What follows belongs to an exercise in optimizing a design on an open flow for small area; a production flow would make more cautious choices. Where RTL was checked, it was by simulation tests only, not by an equivalence proof against the original.

==> run a <==
==> flow/design.v <==
package pipeline_pkg;
    localparam logic [5:0] OP_RTYPE = 6'h00;
    localparam logic [5:0] OP_J     = 6'h02;
    localparam logic [5:0] OP_JAL   = 6'h03;
    localparam logic [5:0] OP_BEQ   = 6'h04;
    localparam logic [5:0] OP_BNE   = 6'h05;
    localparam logic [5:0] OP_ADDI  = 6'h08;
    localparam logic [5:0] OP_ADDIU = 6'h09;
    localparam logic [5:0] OP_SLTI  = 6'h0A;
    localparam logic [5:0] OP_ANDI  = 6'h0C;
    localparam logic [5:0] OP_ORI   = 6'h0D;
    localparam logic [5:0] OP_XORI  = 6'h0E;
    localparam logic [5:0] OP_LUI   = 6'h0F;
    localparam logic [5:0] OP_LW    = 6'h23;
    localparam logic [5:0] OP_SW    = 6'h2B;
    localparam logic [4:0] REG_ZERO = 5'd0;
    localparam logic [4:0] REG_RA   = 5'd31;
    localparam logic [5:0] BUBBLE_OPCODE = OP_RTYPE;
    localparam logic [4:0] BUBBLE_RD     = REG_ZERO;
    localparam logic [1:0] IMM_SIGN  = 2'd0;
    localparam logic [1:0] IMM_ZERO  = 2'd1;
    localparam logic [1:0] IMM_UPPER = 2'd2;
    localparam logic [1:0] DST_NONE = 2'd0;
    localparam logic [1:0] DST_RD   = 2'd1;
    localparam logic [1:0] DST_RT   = 2'd2;
    localparam logic [1:0] DST_RA   = 2'd3;
    function automatic logic [1:0] imm_kind(input logic [5:0] op);
        case (op)
            OP_ANDI, OP_ORI, OP_XORI: imm_kind = IMM_ZERO;
            OP_LUI:                   imm_kind = IMM_UPPER;
            default:                  imm_kind = IMM_SIGN;
        endcase
    endfunction
    function automatic logic [1:0] dst_sel(input logic [5:0] op);
        case (op)
            OP_RTYPE:                         dst_sel = DST_RD;
            OP_ADDI, OP_ADDIU, OP_SLTI,
            OP_ANDI, OP_ORI, OP_XORI,
            OP_LUI, OP_LW:                    dst_sel = DST_RT;
            OP_JAL:                           dst_sel = DST_RA;
            default:                          dst_sel = DST_NONE;
        endcase
    endfunction
    function automatic logic rt_is_source(input logic [5:0] op);
        case (op)
            OP_RTYPE, OP_SW, OP_BEQ, OP_BNE: rt_is_source = 1'b1;
            default:                         rt_is_source = 1'b0;
        endcase
    endfunction
endpackage
module rf_g_and2 (input logic a, b, output logic y);
    assign y = a & b;
endmodule
module rf_g_and3 (input logic a, b, c, output logic y);
    assign y = a & b & c;
endmodule
module rf_g_nand2 (input logic a, b, output logic y);
    assign y = ~(a & b);
endmodule
module rf_g_nand4 (input logic a, b, c, d, output logic y);
    assign y = ~(a & b & c & d);
endmodule
module rf_g_o31a (input logic a1, a2, a3, b1, output logic y);
    assign y = (a1 | a2 | a3) & b1;
endmodule
module rf_g_a221o (input logic a1, a2, b1, b2, c1, output logic y);
    assign y = (a1 & a2) | (b1 & b2) | c1;
endmodule
module rf_g_a222oi (input logic a1, a2, b1, b2, c1, c2, output logic y);
    assign y = ~((a1 & a2) | (b1 & b2) | (c1 & c2));
endmodule
module rf_predec (
    input  logic       en,
    input  logic [4:0] addr,
    output logic [3:0] hi,
    output logic [7:0] lo
);
    for (genvar k = 0; k < 4; k++) begin : g_hi
        assign hi[k] = en && (addr[4:3] == 2'(k));
    end
    for (genvar j = 0; j < 8; j++) begin : g_lo
        assign lo[j] = (addr[2:0] == 3'(j));
    end
endmodule
module rf_wdec (
    input  logic        we,
    input  logic [4:0]  waddr,
    output logic [31:1] wsel
);
    logic [3:0] hi;
    logic [7:0] lo;
    rf_predec u_pre (.en(we), .addr(waddr), .hi(hi), .lo(lo));
    for (genvar i = 1; i < 32; i++) begin : g_w
        rf_g_and2 u_g (.a(hi[i / 8]), .b(lo[i % 8]), .y(wsel[i]));
    end
endmodule
module rf_byp (
    input  logic       we,
    input  logic [4:0] waddr,
    input  logic [4:0] raddr,
    output logic       hit,
    output logic       miss
);
    assign hit  = we && (waddr != 5'd0) && (waddr == raddr);
    assign miss = !hit;
endmodule
module rf_rsel (
    input  logic        we,
    input  logic [4:0]  waddr,
    input  logic [4:0]  raddr,
    input  logic [31:1] valid,
    input  logic        kill,
    output logic [31:0] sel
);
    logic       miss;
    logic [3:0] hi;
    logic [7:0] lo;
    logic       hi3k;
    rf_byp u_byp (.we(we), .waddr(waddr), .raddr(raddr), .hit(sel[0]), .miss(miss));
    rf_predec u_pre (.en(miss), .addr(raddr), .hi(hi), .lo(lo));
    assign hi3k = hi[3] && !kill;
    for (genvar i = 1; i < 30; i++) begin : g_s
        rf_g_and3 u_g (.a(hi[i / 8]), .b(lo[i % 8]), .c(valid[i]), .y(sel[i]));
    end
    rf_g_and3 u_g30 (.a(hi3k), .b(lo[6]), .c(valid[30]), .y(sel[30]));
    rf_g_and3 u_g31 (.a(hi3k), .b(lo[7]), .c(valid[31]), .y(sel[31]));
endmodule
module rf_rbit (
    input  logic [31:0] sel,
    input  logic [31:0] d,
    input  logic        live,
    output logic        y
);
    logic [9:0] z;
    logic [2:0] p;
    logic       q;
    for (genvar k = 0; k < 10; k++) begin : g_ao
        rf_g_a222oi u_g (.a1(sel[3*k]),   .a2(d[3*k]),
                         .b1(sel[3*k+1]), .b2(d[3*k+1]),
                         .c1(sel[3*k+2]), .c2(d[3*k+2]), .y(z[k]));
    end
    rf_g_nand4 u_n0 (.a(z[0]), .b(z[1]), .c(z[2]), .d(z[3]), .y(p[0]));
    rf_g_nand4 u_n1 (.a(z[4]), .b(z[5]), .c(z[6]), .d(z[7]), .y(p[1]));
    rf_g_nand2 u_n2 (.a(z[8]), .b(z[9]), .y(p[2]));
    rf_g_o31a  u_o  (.a1(p[0]), .a2(p[1]), .a3(p[2]), .b1(live), .y(q));
    rf_g_a221o u_f  (.a1(sel[30]), .a2(d[30]), .b1(sel[31]), .b2(d[31]), .c1(q), .y(y));
endmodule
module id_stage #(
    parameter int DATA_WIDTH = 32,
    parameter int CNT_WIDTH  = 16
) (
    input  logic                  clk,
    input  logic                  reset,
    input  logic [31:0]           instr_in,
    input  logic                  wb_we,
    input  logic [4:0]            wb_rd,
    input  logic [DATA_WIDTH-1:0] wb_data,
    input  logic                  ex_mem_read,
    input  logic [4:0]            ex_rd,
    input  logic                  flush,
    output logic [5:0]            opcode_out,
    output logic [DATA_WIDTH-1:0] rs_data_out,
    output logic [DATA_WIDTH-1:0] rt_data_out,
    output logic [4:0]            rd_out,
    output logic [DATA_WIDTH-1:0] imm_out,
    output logic                  stall,
    output logic [CNT_WIDTH-1:0]  stall_count
);
    logic [5:0]  opcode;
    logic [4:0]  rs;
    logic [4:0]  rt;
    logic [4:0]  rd_field;
    logic [15:0] imm16;
    logic [1:0]  ikind;
    logic [1:0]  dsel;
    logic        hazard;
    logic        bubble;
    assign opcode   = instr_in[31:26];
    assign rs       = instr_in[25:21];
    assign rt       = instr_in[20:16];
    assign rd_field = instr_in[15:11];
    assign imm16    = instr_in[15:0];
    logic [DATA_WIDTH-1:0] regs [1:31];
    logic [31:1]           valid;
    logic [31:1]           wsel;
    logic [31:0]           sel_a;
    logic [31:0]           sel_b;
    rf_wdec u_wdec (.we(wb_we), .waddr(wb_rd), .wsel(wsel));
    always_ff @(posedge clk) begin
        for (int i = 1; i < 32; i++) begin
            if (wsel[i]) begin
                regs[i] <= wb_data;
            end
        end
    end
    always_ff @(posedge clk) begin
        if (reset) begin
            valid <= '0;
        end else begin
            valid <= valid | wsel;
        end
    end
    rf_rsel u_rsel_a (.we(wb_we), .waddr(wb_rd), .raddr(rs), .valid(valid),
                      .kill(bubble), .sel(sel_a));
    rf_rsel u_rsel_b (.we(wb_we), .waddr(wb_rd), .raddr(rt), .valid(valid),
                      .kill(bubble), .sel(sel_b));
    for (genvar b = 0; b < DATA_WIDTH; b++) begin : g_rd
        logic [31:0] col;
        assign col[0] = wb_data[b];
        for (genvar i = 1; i < 32; i++) begin : g_col
            assign col[i] = regs[i][b];
        end
        rf_rbit u_a (.sel(sel_a), .d(col), .live(!bubble), .y(rs_data_out[b]));
        rf_rbit u_b (.sel(sel_b), .d(col), .live(!bubble), .y(rt_data_out[b]));
    end
    assign hazard = ex_mem_read && (ex_rd != 5'd0) &&
                    ((ex_rd == rs) || (pipeline_pkg::rt_is_source(opcode) && (ex_rd == rt)));
    assign bubble = reset || flush || hazard;
    assign stall  = !reset && !flush && hazard;
    assign ikind = pipeline_pkg::imm_kind(opcode);
    assign dsel  = pipeline_pkg::dst_sel(opcode);
    always_comb begin
        opcode_out = bubble ? pipeline_pkg::BUBBLE_OPCODE : opcode;
        if (bubble) begin
            imm_out = '0;
        end else if (ikind == pipeline_pkg::IMM_UPPER) begin
            imm_out = {imm16, 16'h0000};
        end else if (ikind == pipeline_pkg::IMM_ZERO) begin
            imm_out = {16'h0000, imm16};
        end else begin
            imm_out = {{16{imm16[15]}}, imm16};
        end
        if (bubble) begin
            rd_out = pipeline_pkg::BUBBLE_RD;
        end else begin
            case (dsel)
                pipeline_pkg::DST_RD: rd_out = rd_field;
                pipeline_pkg::DST_RT: rd_out = rt;
                pipeline_pkg::DST_RA: rd_out = pipeline_pkg::REG_RA;
                default:              rd_out = pipeline_pkg::REG_ZERO;
            endcase
        end
    end
    always_ff @(posedge clk) begin
        if (reset) begin
            stall_count <= '0;
        end else if (stall) begin
            stall_count <= stall_count + 1'b1;
        end
    end
endmodule
==> flow/flow/run.sh <==
#!/bin/bash
# Own layout flow: the standard flow (standard.sh) with two changes
# made through ORFS's own variables:
#   - ports are buffered with the smallest buffer cell (buf_1) instead of
#     the default choice;
#   - clock tree synthesis runs without dummy loads, with clock buffers
#     clkbuf_4/clkbuf_8 and sink clusters of at most 16 flip-flops within
#     50 um, which keeps the flip-flop clock-pin slew near 110 ps.
# Every tool's full output goes to the ORFS logs under orfs/logs and the
# make output to flow_make.log in this folder.
set -euo pipefail
export BUFFER_PORTS_ARGS="-buffer_cell sky130_fd_sc_hd__buf_1"
export CTS_ARGS="-sink_clustering_enable -repair_clock_nets -dont_use_dummy_load -sink_clustering_size 16 -sink_clustering_max_diameter 50 -buf_list {sky130_fd_sc_hd__clkbuf_4 sky130_fd_sc_hd__clkbuf_8}"
bash standard.sh finish > flow_make.log 2>&1
==> flow/standard.sh <==
#!/bin/bash
# synth_recipe.tcl (not shown) runs the flow's synth.tcl, then flattens the netlist and writes it again
# the make line also repeats each setting of config.mk as NAME=value (left out here)
make -C /OpenROAD-flow-scripts/flow DESIGN_CONFIG=/design/flow/config.mk WORK_HOME=/design/flow/orfs CLKGATE_MAP_FILE= SYNTH_SCRIPT=/design/flow/synth_recipe.tcl "${@:-finish}"
==> flow/config.mk <==
export PLATFORM = sky130hd
export DESIGN_NAME = id_stage
export DESIGN_NICKNAME = id_stage
export VERILOG_FILES = /design/flow/design.v
export SDC_FILE = /design/flow/constraint.sdc
export NUM_CORES = 4
export LEC_CHECK = 0
export CAP_MARGIN = 20
export CORE_MARGIN = 2
export CORE_UTILIZATION = 74
export PLACE_DENSITY = 0.84
export SLEW_MARGIN = 20
export SYNTH_HIERARCHICAL = 1
==> flow/constraint.sdc <==
create_clock -name core_clock -period 8.0 [get_ports {clk}]
set_input_delay 1.6000 -clock core_clock [delete_from_list [all_inputs] [get_ports {clk}]]
set_output_delay 1.6000 -clock core_clock [all_outputs]
set_load 0.01 [all_outputs]
==> run b (differences from run a) <==
--- a/flow/design.v
+++ b/flow/design.v
@@ -55,15 +55,15 @@
     assign y = a & b & c;
 endmodule
-module rf_g_nand2 (input logic a, b, output logic y);
-    assign y = ~(a & b);
+module rf_g_nand3 (input logic a, b, c, output logic y);
+    assign y = ~(a & b & c);
 endmodule
 module rf_g_nand4 (input logic a, b, c, d, output logic y);
     assign y = ~(a & b & c & d);
 endmodule
-module rf_g_o31a (input logic a1, a2, a3, b1, output logic y);
-    assign y = (a1 | a2 | a3) & b1;
-endmodule
-module rf_g_a221o (input logic a1, a2, b1, b2, c1, output logic y);
-    assign y = (a1 & a2) | (b1 & b2) | c1;
+module rf_g_or3 (input logic a, b, c, output logic y);
+    assign y = a | b | c;
+endmodule
+module rf_g_a22oi (input logic a1, a2, b1, b2, output logic y);
+    assign y = ~((a1 & a2) | (b1 & b2));
 endmodule
 module rf_g_a222oi (input logic a1, a2, b1, b2, c1, c2, output logic y);
@@ -99,9 +99,12 @@
     input  logic [4:0] waddr,
     input  logic [4:0] raddr,
-    output logic       hit,
-    output logic       miss
-);
-    assign hit  = we && (waddr != 5'd0) && (waddr == raddr);
-    assign miss = !hit;
+    input  logic       kill,
+    output logic       byp,
+    output logic       ok
+);
+    logic hit;
+    assign hit = we && (waddr != 5'd0) && (waddr == raddr);
+    assign byp = !kill && hit;
+    assign ok  = !kill && !hit;
 endmodule
 module rf_rsel (
@@ -113,26 +116,21 @@
     output logic [31:0] sel
 );
-    logic       miss;
+    logic       ok;
     logic [3:0] hi;
     logic [7:0] lo;
-    logic       hi3k;
-    rf_byp u_byp (.we(we), .waddr(waddr), .raddr(raddr), .hit(sel[0]), .miss(miss));
-    rf_predec u_pre (.en(miss), .addr(raddr), .hi(hi), .lo(lo));
-    assign hi3k = hi[3] && !kill;
-    for (genvar i = 1; i < 30; i++) begin : g_s
+    rf_byp u_byp (.we(we), .waddr(waddr), .raddr(raddr), .kill(kill),
+                  .byp(sel[0]), .ok(ok));
+    rf_predec u_pre (.en(ok), .addr(raddr), .hi(hi), .lo(lo));
+    for (genvar i = 1; i < 32; i++) begin : g_s
         rf_g_and3 u_g (.a(hi[i / 8]), .b(lo[i % 8]), .c(valid[i]), .y(sel[i]));
     end
-    rf_g_and3 u_g30 (.a(hi3k), .b(lo[6]), .c(valid[30]), .y(sel[30]));
-    rf_g_and3 u_g31 (.a(hi3k), .b(lo[7]), .c(valid[31]), .y(sel[31]));
 endmodule
 module rf_rbit (
     input  logic [31:0] sel,
     input  logic [31:0] d,
-    input  logic        live,
     output logic        y
 );
-    logic [9:0] z;
-    logic [2:0] p;
-    logic       q;
+    logic [10:0] z;
+    logic [2:0]  p;
     for (genvar k = 0; k < 10; k++) begin : g_ao
         rf_g_a222oi u_g (.a1(sel[3*k]),   .a2(d[3*k]),
@@ -140,9 +138,9 @@
                          .c1(sel[3*k+2]), .c2(d[3*k+2]), .y(z[k]));
     end
-    rf_g_nand4 u_n0 (.a(z[0]), .b(z[1]), .c(z[2]), .d(z[3]), .y(p[0]));
-    rf_g_nand4 u_n1 (.a(z[4]), .b(z[5]), .c(z[6]), .d(z[7]), .y(p[1]));
-    rf_g_nand2 u_n2 (.a(z[8]), .b(z[9]), .y(p[2]));
-    rf_g_o31a  u_o  (.a1(p[0]), .a2(p[1]), .a3(p[2]), .b1(live), .y(q));
-    rf_g_a221o u_f  (.a1(sel[30]), .a2(d[30]), .b1(sel[31]), .b2(d[31]), .c1(q), .y(y));
+    rf_g_a22oi u_g10 (.a1(sel[30]), .a2(d[30]), .b1(sel[31]), .b2(d[31]), .y(z[10]));
+    rf_g_nand4 u_n0 (.a(z[0]), .b(z[1]), .c(z[2]),  .d(z[3]), .y(p[0]));
+    rf_g_nand4 u_n1 (.a(z[4]), .b(z[5]), .c(z[6]),  .d(z[7]), .y(p[1]));
+    rf_g_nand3 u_n2 (.a(z[8]), .b(z[9]), .c(z[10]), .y(p[2]));
+    rf_g_or3   u_o  (.a(p[0]), .b(p[1]), .c(p[2]), .y(y));
 endmodule
 module id_stage #(
@@ -211,6 +209,6 @@
             assign col[i] = regs[i][b];
         end
-        rf_rbit u_a (.sel(sel_a), .d(col), .live(!bubble), .y(rs_data_out[b]));
-        rf_rbit u_b (.sel(sel_b), .d(col), .live(!bubble), .y(rt_data_out[b]));
+        rf_rbit u_a (.sel(sel_a), .d(col), .y(rs_data_out[b]));
+        rf_rbit u_b (.sel(sel_b), .d(col), .y(rt_data_out[b]));
     end
     assign hazard = ex_mem_read && (ex_rd != 5'd0) &&
==> flow/run.sh (new file) <==
#!/bin/bash
# synth_recipe.tcl (not shown) runs the flow's synth.tcl, then flattens the netlist and writes it again
# the make line also repeats each setting of config.mk as NAME=value (left out here)
make -C /OpenROAD-flow-scripts/flow DESIGN_CONFIG=/design/flow/config.mk WORK_HOME=/design/flow/orfs CLKGATE_MAP_FILE= SYNTH_SCRIPT=/design/flow/synth_recipe.tcl finish
Settings changed: CAP_MARGIN 20 to 0, CORE_UTILIZATION 74 to 65, CTS_BUF_LIST set to sky130_fd_sc_hd__clkbuf_4 sky130_fd_sc_hd__clkbuf_8, PLACE_DENSITY 0.84 to 0.75, SLEW_MARGIN 20 to 0.
removed: flow/flow/run.sh
removed: flow/standard.sh
==> run c (differences from run a) <==
Settings changed: CORE_UTILIZATION 74 to 70, PLACE_DENSITY 0.84 to 0.8.
==> impl_metrics.tcl <==
set metrics [dict create \
    status "finished clean" \
    hp-start "valid[31]" \
    final_nets 2861 \
    drt-total-wl_microns 141000 \
    multi_input_area_sq_um 11100 \
    gp_congestion 1.03 \
    ys_top_cells_by_area "edfxtp_1 71%, a222oi_1 15%, dfxtp_1 2.3%, nand4_1 2.0%, a221o_1 1.5%" \
    placed_cell_area_sq_um 44300 \
    final_cells 3537 \
    utilization 0.810 \
    worstPathArrival_ps 5820 \
    coreArea_sq_um 56200 \
    grt_pass1_vias 31229 \
    endpoint "rs_data_out[13]" \
]
(the above is from run a)
==> impl_metrics.tcl <==
set metrics [dict create \
    status "failed layout checks" \
    worstPathArrival_ps 6450 \
    utilization 0.772 \
    endpoint "rs_data_out[17]" \
    final_cells 3872 \
    final_nets 2971 \
    coreArea_sq_um 64000 \
    failed_checks "setup timing" \
    setup_viol 4 \
    drt-total-wl_microns 153000 \
    fin_ws_ps -45.3 \
]
(the above is from run b)
==> impl_metrics.tcl <==
set metrics [dict create \
    multi_input_area_sq_um 11100 \
    status "finished clean" \
    drt-total-wl_microns 143000 \
    worstPathArrival_ps 5820 \
    gp_congestion 0.971 \
    final_cells 3561 \
    coreArea_sq_um 59000 \
    utilization 0.772 \
]
(the above is from run c)
The RTL of run b was laid out without a check of its function.

## port drivers added, routing unchanged
No port has a modelled driver above. Below, the same layouts with a new extraction and two added sets of constraints. Step 1 assumes that a clkbuf_16 drives the clock port and a buf_2 every other input. Step 2 also shifts input and output timing later by t, the mid clock arrival at the registers, as if the neighbouring blocks saw the same clock. Three values: no drivers, after step 1, after step 2; two values: the first two.
| run | shift t [ns] | setup slack, ns | slew at the worst register clock pin (ns) | worst slew at a driven data input, ns |
|---|---|---|---|---|
| run a | 0.778 | 0.581 / 0.545 / 0.545 | 0.10 / 0.10 | 0.05 |
| run b | 0.873 | -0.045 / -0.068 / -0.068 | 0.07 / 0.07 | 0.10 |
| run c | 0.758 | 0.575 / 0.553 / 0.553 | 0.10 / 0.10 | 0.06 |
The setup slack of run a, which loses most, moves by -0.036 ns with the drivers and by -0.036 ns with both steps.
